Context: an optimization exercise on an open-source flow, tuned for small area, a short achievable clock period and few clock cycles per item. The choices shown serve that exercise and are no tape-out recipe. The RTL was checked by simulation tests, not by an equivalence proof against the original design. Power and IR drop assume default switching activity.

File: design/flow/config.mk
export PLATFORM = sky130hd
export DESIGN_NAME = byte_stack_machine
export DESIGN_NICKNAME = byte_stack_machine
export VERILOG_FILES = /design/flow/design.v
export SDC_FILE = /design/flow/constraint.sdc
export NUM_CORES = 4
export LEC_CHECK = 0
export CAP_MARGIN = 20
export CORE_MARGIN = 2
export CORE_UTILIZATION = 40
export PLACE_DENSITY = 0.6
export SLEW_MARGIN = 20
File: design/flow/constraint.sdc
create_clock -name core_clock -period 6.0 [get_ports {clk_i}]
set_input_delay 1.2000 -clock core_clock [delete_from_list [all_inputs] [get_ports {clk_i}]]
set_output_delay 1.2000 -clock core_clock [all_outputs]
set_load 0.01 [all_outputs]
File: design/flow/design.v
package bsm_pkg;
  localparam logic [7:0] OP_HALT = 8'd0;
  localparam logic [7:0] OP_PUSH = 8'd1;
  localparam logic [7:0] OP_POP  = 8'd2;
  localparam logic [7:0] OP_ADD  = 8'd3;
  localparam logic [7:0] OP_SUB  = 8'd4;
  localparam logic [7:0] OP_MUL  = 8'd5;
  localparam logic [7:0] OP_DIV  = 8'd6;
  localparam logic [2:0] ST_OK        = 3'd0;
  localparam logic [2:0] ST_POPPED    = 3'd1;
  localparam logic [2:0] ST_HALTED    = 3'd2;
  localparam logic [2:0] ST_OVERFLOW  = 3'd3;
  localparam logic [2:0] ST_UNDERFLOW = 3'd4;
  localparam logic [2:0] ST_DIVZERO   = 3'd5;
  localparam logic [2:0] ST_UNKNOWN   = 3'd6;
  localparam logic [2:0] ST_STOPPED   = 3'd7;
  typedef struct packed {
    logic [7:0] action;
    logic [7:0] operand_value;
  } in_item_t;
  typedef struct packed {
    logic [2:0] status;
    logic [7:0] result_value;
  } out_item_t;
  typedef struct packed {
    logic       load;       
    logic       rd_en;      
    logic       rd_next;    
    logic       lat_a;
    logic       lat_b;
    logic       wr_en;
    logic       wr_res;     
    logic       cnt_up;
    logic       cnt_dn;
    logic       set_stop;
    logic       alu_go;
    logic       div_go;
    logic       div_take;
    logic       out_load;
    logic [2:0] out_status;
  } cmd_t;
  typedef struct packed {
    logic [7:0] op;
    logic       stopped;
    logic       cnt_zero;
    logic       cnt_lt2;
    logic       cnt_full;
    logic       b_zero;
    logic       div_done;
    logic       out_free;
  } stat_t;
endpackage
module byte_stack_machine (
  input  logic       clk_i,
  input  logic       rst_ni,
  input  logic       in_valid_i,
  output logic       in_stall_o,
  input  logic [7:0] in_action_i,
  input  logic [7:0] in_operand_i,
  output logic       out_valid_o,
  input  logic       out_stall_i,
  output logic [2:0] out_status_o,
  output logic [7:0] out_value_o
);
  localparam int DEPTH = 255;
  logic       ir_v;
  logic       ir_push, ir_pop, ir_bin, ir_halt;
  logic [1:0] ir_alu;   
  logic [7:0] ir_opd;
  logic busy_q;    
  logic sv_q;      
  logic go;        
  logic accept;
  assign go         = ir_v & ~busy_q & ~sv_q;
  assign in_stall_o = ir_v & (busy_q | sv_q);
  assign accept     = in_valid_i & ~in_stall_o;
  always_ff @(posedge clk_i or negedge rst_ni) begin
    if (!rst_ni) begin
      ir_v <= 1'b0;
    end else begin
      ir_v <= accept | (ir_v & ~go);
    end
  end
  always_ff @(posedge clk_i) begin
    if (accept) begin
      ir_push <= (in_action_i == 8'd1);
      ir_pop  <= (in_action_i == 8'd2);
      ir_bin  <= (in_action_i >= 8'd3) && (in_action_i <= 8'd6);
      ir_halt <= (in_action_i == 8'd0);
      ir_alu  <= 2'(in_action_i[2:0] - 3'd3);
      ir_opd  <= in_operand_i;
    end
  end
  logic [7:0] e [DEPTH];
  logic [7:0] cnt_q;
  logic       zero_q, lt2_q, full_q, stop_q;
  logic [7:0] a, b;
  assign a = e[0];
  assign b = e[1];
  logic b_zero, is_div;
  assign b_zero = (b == 8'd0);
  assign is_div = (ir_alu == 2'd3);
  logic ok_push, ok_pop, ok_bin, run, dn, up, set_stop;
  assign ok_push  = ir_push & ~full_q;
  assign ok_pop   = ir_pop & ~zero_q;
  assign ok_bin   = ir_bin & ~lt2_q & ~(is_div & b_zero);
  assign run      = go & ~stop_q;
  assign dn       = run & ok_push;
  assign up       = run & (ok_pop | ok_bin);
  assign set_stop = run & ~(ok_push | ok_pop | ok_bin);
  logic [2:0] res_st;
  logic [7:0] res_val;
  always_comb begin
    res_val = 8'd0;
    if (stop_q)            res_st = 3'd7;
    else if (ir_halt)      res_st = 3'd2;
    else if (ir_push)      res_st = full_q ? 3'd3 : 3'd0;
    else if (ir_pop) begin
      res_st  = zero_q ? 3'd4 : 3'd1;
      res_val = zero_q ? 8'd0 : a;
    end else if (ir_bin)   res_st = lt2_q ? 3'd4 : ((is_div & b_zero) ? 3'd5 : 3'd0);
    else                   res_st = 3'd6;
  end
  logic [7:0] alu;
  always_comb begin
    case (ir_alu)
      2'd0:    alu = a + b;
      2'd1:    alu = a - b;
      default: alu = 8'(a * b);
    endcase
  end
  function automatic logic [3:0] lzc(input logic [7:0] x);
    lzc = 4'd8;
    for (int i = 0; i < 8; i++) begin
      if (x[i]) lzc = 4'(7 - i);
    end
  endfunction
  logic [3:0]  na, nb, steps;
  logic [15:0] rq0;
  assign na    = lzc(a);
  assign nb    = lzc(b);
  assign steps = (nb >= na) ? (nb - na + 4'd1) : 4'd0;
  assign rq0   = {a, 8'd0} >> steps;
  logic [7:0] rem_q, dvs_q;
  logic [2:0] k_q;
  logic [8:0] trial, diff;
  assign trial = {rem_q, a[7]};
  assign diff  = trial - {1'b0, dvs_q};
  logic div_issue;
  assign div_issue = up & ir_bin & is_div;
  always_ff @(posedge clk_i or negedge rst_ni) begin
    if (!rst_ni) begin
      busy_q <= 1'b0;
    end else if (div_issue) begin
      busy_q <= (steps != 4'd0);
    end else if (busy_q && k_q == 3'd0) begin
      busy_q <= 1'b0;
    end
  end
  always_ff @(posedge clk_i) begin
    if (div_issue) begin
      rem_q <= rq0[15:8];
      dvs_q <= b;
      k_q   <= 3'(steps - 4'd1);
    end else if (busy_q) begin
      rem_q <= diff[8] ? trial[7:0] : diff[7:0];
      k_q   <= k_q - 3'd1;
    end
  end
  logic [7:0] top_up;
  always_comb begin
    if (ir_pop)      top_up = b;
    else if (is_div) top_up = (steps == 4'd0) ? 8'd0 : rq0[7:0];
    else             top_up = alu;
  end
  logic hold;
  assign hold = ~(dn | up);
  always_ff @(posedge clk_i) begin
    if (dn)          e[0] <= ir_opd;
    else if (up)     e[0] <= top_up;
    else if (busy_q) e[0] <= {a[6:0], ~diff[8]};
  end
  for (genvar i = 1; i < DEPTH; i++) begin : g_row
    logic [7:0] nxt;
    if (i == DEPTH - 1) begin : g_last
      assign nxt = e[i];
    end else begin : g_mid
      assign nxt = e[i+1];
    end
    always_ff @(posedge clk_i) begin
      e[i] <= ({8{dn}} & e[i-1]) | ({8{up}} & nxt) | ({8{hold}} & e[i]);
    end
  end
  logic [7:0] cnt_d;
  always_comb begin
    cnt_d = cnt_q;
    if (dn)      cnt_d = cnt_q + 8'd1;
    else if (up) cnt_d = cnt_q - 8'd1;
  end
  always_ff @(posedge clk_i or negedge rst_ni) begin
    if (!rst_ni) begin
      cnt_q  <= 8'd0;
      zero_q <= 1'b1;
      lt2_q  <= 1'b1;
      full_q <= 1'b0;
      stop_q <= 1'b0;
    end else begin
      cnt_q  <= cnt_d;
      zero_q <= (cnt_d == 8'd0);
      lt2_q  <= (cnt_d < 8'd2);
      full_q <= (cnt_d == 8'(DEPTH));
      stop_q <= stop_q | set_stop;
    end
  end
  logic       mv_q;
  logic [2:0] ms_q, ss_q;
  logic [7:0] mval_q, sval_q;
  logic       m_take;
  assign m_take = ~mv_q | ~out_stall_i;
  always_ff @(posedge clk_i or negedge rst_ni) begin
    if (!rst_ni) begin
      mv_q <= 1'b0;
      sv_q <= 1'b0;
    end else begin
      if (m_take) begin
        mv_q <= sv_q | go;
        sv_q <= 1'b0;
      end else begin
        sv_q <= sv_q | go;
      end
    end
  end
  always_ff @(posedge clk_i) begin
    if (m_take) begin
      if (sv_q) begin
        ms_q   <= ss_q;
        mval_q <= sval_q;
      end else begin
        ms_q   <= res_st;
        mval_q <= res_val;
      end
    end
    if (!m_take && go) begin
      ss_q   <= res_st;
      sval_q <= res_val;
    end
  end
  assign out_valid_o  = mv_q;
  assign out_status_o = ms_q;
  assign out_value_o  = mval_q;
endmodule
File: design/flow/run.sh
#!/bin/bash
# synth_recipe.tcl (not shown) runs the flow's synth.tcl, then flattens the netlist and writes it again
# the make line also repeats each setting of config.mk as NAME=value (left out here)
make -C /OpenROAD-flow-scripts/flow DESIGN_CONFIG=/design/flow/config.mk WORK_HOME=/design/flow/orfs CLKGATE_MAP_FILE= SYNTH_SCRIPT=/design/flow/synth_recipe.tcl finish
==> run notes <==
final cell count without fillers=11900; post-route antenna net violation count=0; Clk Latency, worst-skew pair=0.85 ns; TritonCTS clock tree=done; # fillers=18900; Die X=452 µm; Slew HR=12.0%; IO Pins=33; Seq cells post-synth=2111; power per cell area=339 mW/mm²; Mapped Nets=9525; Maximum Capacitance Violations=0; Longest Clk Path Bufs=3; Synth Instances=9439; Worst EP required=6.55 ns; post-synthesis mux area share=0.396%; Routed Wire Length=152000 µm; total power=30.2 mW; via/cell ratio=5.20; final hold vios=0; CTS Hold Bufs=0; Pre-antenna DRT Iters=6; first-pass GRT wire length=265000 µm; via count=61800; Tightest Pin Transition=1.32 ns; pre-CTS WS=1.37 ns; final instance area=0.0891 mm²; Startpoint Class=flip-flop; leading cell type in the layout, fill and taps excluded=nand2_1; aggregate global-route resource usage=14.5%; area grow syn2layout=10.9%; post-synthesis compound-gate area fraction=20.2%; post-route setup slack=1.34 ns; fin crit share=77.7%; clock tree root driver cell=clkbuf_16; initial antenna violation count=1; crit-path max FO=11; Sequential Area=0.0430 mm²; post_cts resized=0; syn_area_per_cell=8.51 µm²; skew final=0.0606 ns; sequential share of the synthesized area=53.5%; largest net degree at the start of global routing=239; number of enable flip-flop cells after synthesis=63; outcome=no timing/DRC/antenna violations; row count=164; Clock Sinks=2111; Core Region=0.200 mm²; fraction of layout cells with a size suffix above 1=4.67%; Area after DPL=0.0819 mm²; Syn. warnings=2; Cells after DPL=11500; Cell variety after synth=68; Final GP Congestion=0.803; Post-synth ARST share=0.758%; final setup fails=0; combinational family with the most area after synthesis=compound AO/OA/AOI/OAI gates; Initial DRC Count=4786; post-synthesis simple-gate area fraction=20.2%; H-tree depth=4; postcts setup bufs=0; full die area=0.204 mm²; Post-Synth Adder-Cell Area=1.18%; routed len/inst=12.8 µm; area of the multi-input gates=0.0341 mm²; Max IR drop VDD=0.000315 V; dpl hpwl=85500 µm; Hold WC Path Type=reg -> reg; port bufs=32; Die H=452 µm; commonest cells after routing, fill and taps aside=4090 x nand2_1, 2032 x dfxtp_1, 2021 x a22oi_1; Final min period=4.66 ns; Most used DFF post-synth=dfxtp_1; RSZ-0062 raised after global routing=no; max-slew violations=0; Worst Setup End Kind=flip-flop; post-synthesis xor/xnor area fraction=0.458%; Data arrival, critical path=5.21 ns; post-synthesis instance area=0.0803 mm²; gr ovfl total=0; Crit Path Category=reg -> reg; Leak=39.8 nW; Clock transition at path regs=0.06 ns; starting density of the core=40.2%; total negative setup slack=0 ns; DRC violations left=0; Final nets=9135; fmax=215 MHz; vias in the first global route=57300; CTS Buf Count=214
-- final cells by class --
cell class / instances / area share [%]
antenna: 2 / 0.00562
tap: 2656 / 3.73
clock inverter: 59 / 0.864
timing repair buffer: 97 / 1.40
sequential: 2111 / 48.2
multi-input combinational: 6565 / 38.3
clock buffer: 335 / 7.24
inverter: 60 / 0.253
-- worst paths after layout --
check | to | depth (start not counted) | slack, ns | start
setup reg to reg | e[0][5] | 16 | 1.34 | e[1][1]
hold reg to reg | e[214][1] | 2 | 0.46 | e[214][1]
min in group asynchronous | stop_q | 1 | 0.82 | rst_ni
setup / recovery | e[0][5] | 16 | 1.34 | e[1][1]
max in group asynchronous | ir_v | 1 | 4.65 | rst_ni
hold / removal | e[214][1] | 2 | 0.46 | e[214][1]
-- critical path, stage by stage (launching register included) --
cell and delay [ns]:
dfxtp_1 0.57, inv_1 0.18, ha_1 0.25, inv_1 0.06, ha_1 0.13, nand2_1 0.05, a211oi_1 0.42, ha_1 0.33
inv_1 0.07, ha_1 0.14, inv_1 0.06, fa_1 0.68, nand2_1 0.12, o31ai_1 0.69, nor2_1 0.14, a221oi_1 0.36
o41ai_1 0.11
-- power by group --
part / switching, mW / internal, mW
logic: 1.59 / 0.953
registers: 0.185 / 14.2
clock network: 5.46 / 7.82
total: 7.23 / 23.0
-- Yosys cell counts (all sizes together) (16+ instances only) --
master | count | area (µm²)
inv | 59 | 221
a22oi | 2021 | 15200
nor2 | 60 | 228
fa | 16 | 320
nand2 | 4090 | 15400
edfxtp | 63 | 1890
buf | 311 | 1560
nand3 | 16 | 80.1
dfxtp | 2032 | 40700
ha | 50 | 626
and2 | 29 | 181
mux2i | 16 | 160
xnor2 | 37 | 324
nor3 | 16 | 80.1
o21ai | 31 | 155
clkbuf | 392 | 1470
a21oi | 35 | 175
-- kinds of logic after synthesis --
family	count (synthesis)
buffers and inverters	763
adders and majority gates	66
xor gates and xnor gates	42
AOI/OAI and AO/OA	2177
and+or+nand+nor	4250
DFF	2111
muxes	30
-- layer usage --
metal  vias up  part of all wire (%)  GRT usage (%)
met4         0                   1.9           4.23
met5         -                     0              0
met2       802                    47           24.9
li1      31700                     -              -
met3       226                   3.6           2.51
met1     29000                    48           18.4
-- flip-flops by register name (all words and copies together), names as in the netlist, 2 cells and up --
register  cells
rem_q         8
sval_q        8
mval_q        8
cnt_q         8
ir_alu        2
k_q           3
dvs_q         8
ss_q          3
ms_q          3
ir_opd        8
e          2040
-- through the flow --
step                hold WS [ns]  utilization [%]
floorplan                  0.403                -
global placement           0.445             41.0
detailed placement         0.447             41.0
CTS                        0.457             44.6
global route               0.466             44.6
finish                     0.457             44.6
Testbench counts, summed over its fixed seeds: cycles 17,852, items 16,000.

## port drivers added, routing unchanged
The results above use ideal ports. As a check the final layout listed here was re-extracted and re-timed, cells and wires unchanged.
Step 1 (the two cells are an assumption about what drives the block):
set clk [get_ports {clk_i}]
set_driving_cell -lib_cell sky130_fd_sc_hd__clkbuf_16 $clk
set_driving_cell -lib_cell sky130_fd_sc_hd__buf_2 [delete_from_list [all_inputs] $clk]
Step 2 moves the port delays by t, midway between the first and last clock arrival at a register: inputs arrive t later, outputs are due t later. That takes back most of the time a late clock gives input paths.
Three values: ideal, step 1, step 2; two values: the first two.
t (ns): 0.907
slack for setup (ns): 1.341 / 1.341 / 1.341
worst hold slack (ns): 0.457 / 0.457 / 0.457
latest minus earliest clock arrival (ns): 0.062 / 0.061
worst data-port slew with drivers (ns): 0.03
After both steps setup and hold are still met in this run. For this run, drivers alone change the setup slack by 0.000 ns; drivers and shift together by 0.000 ns.
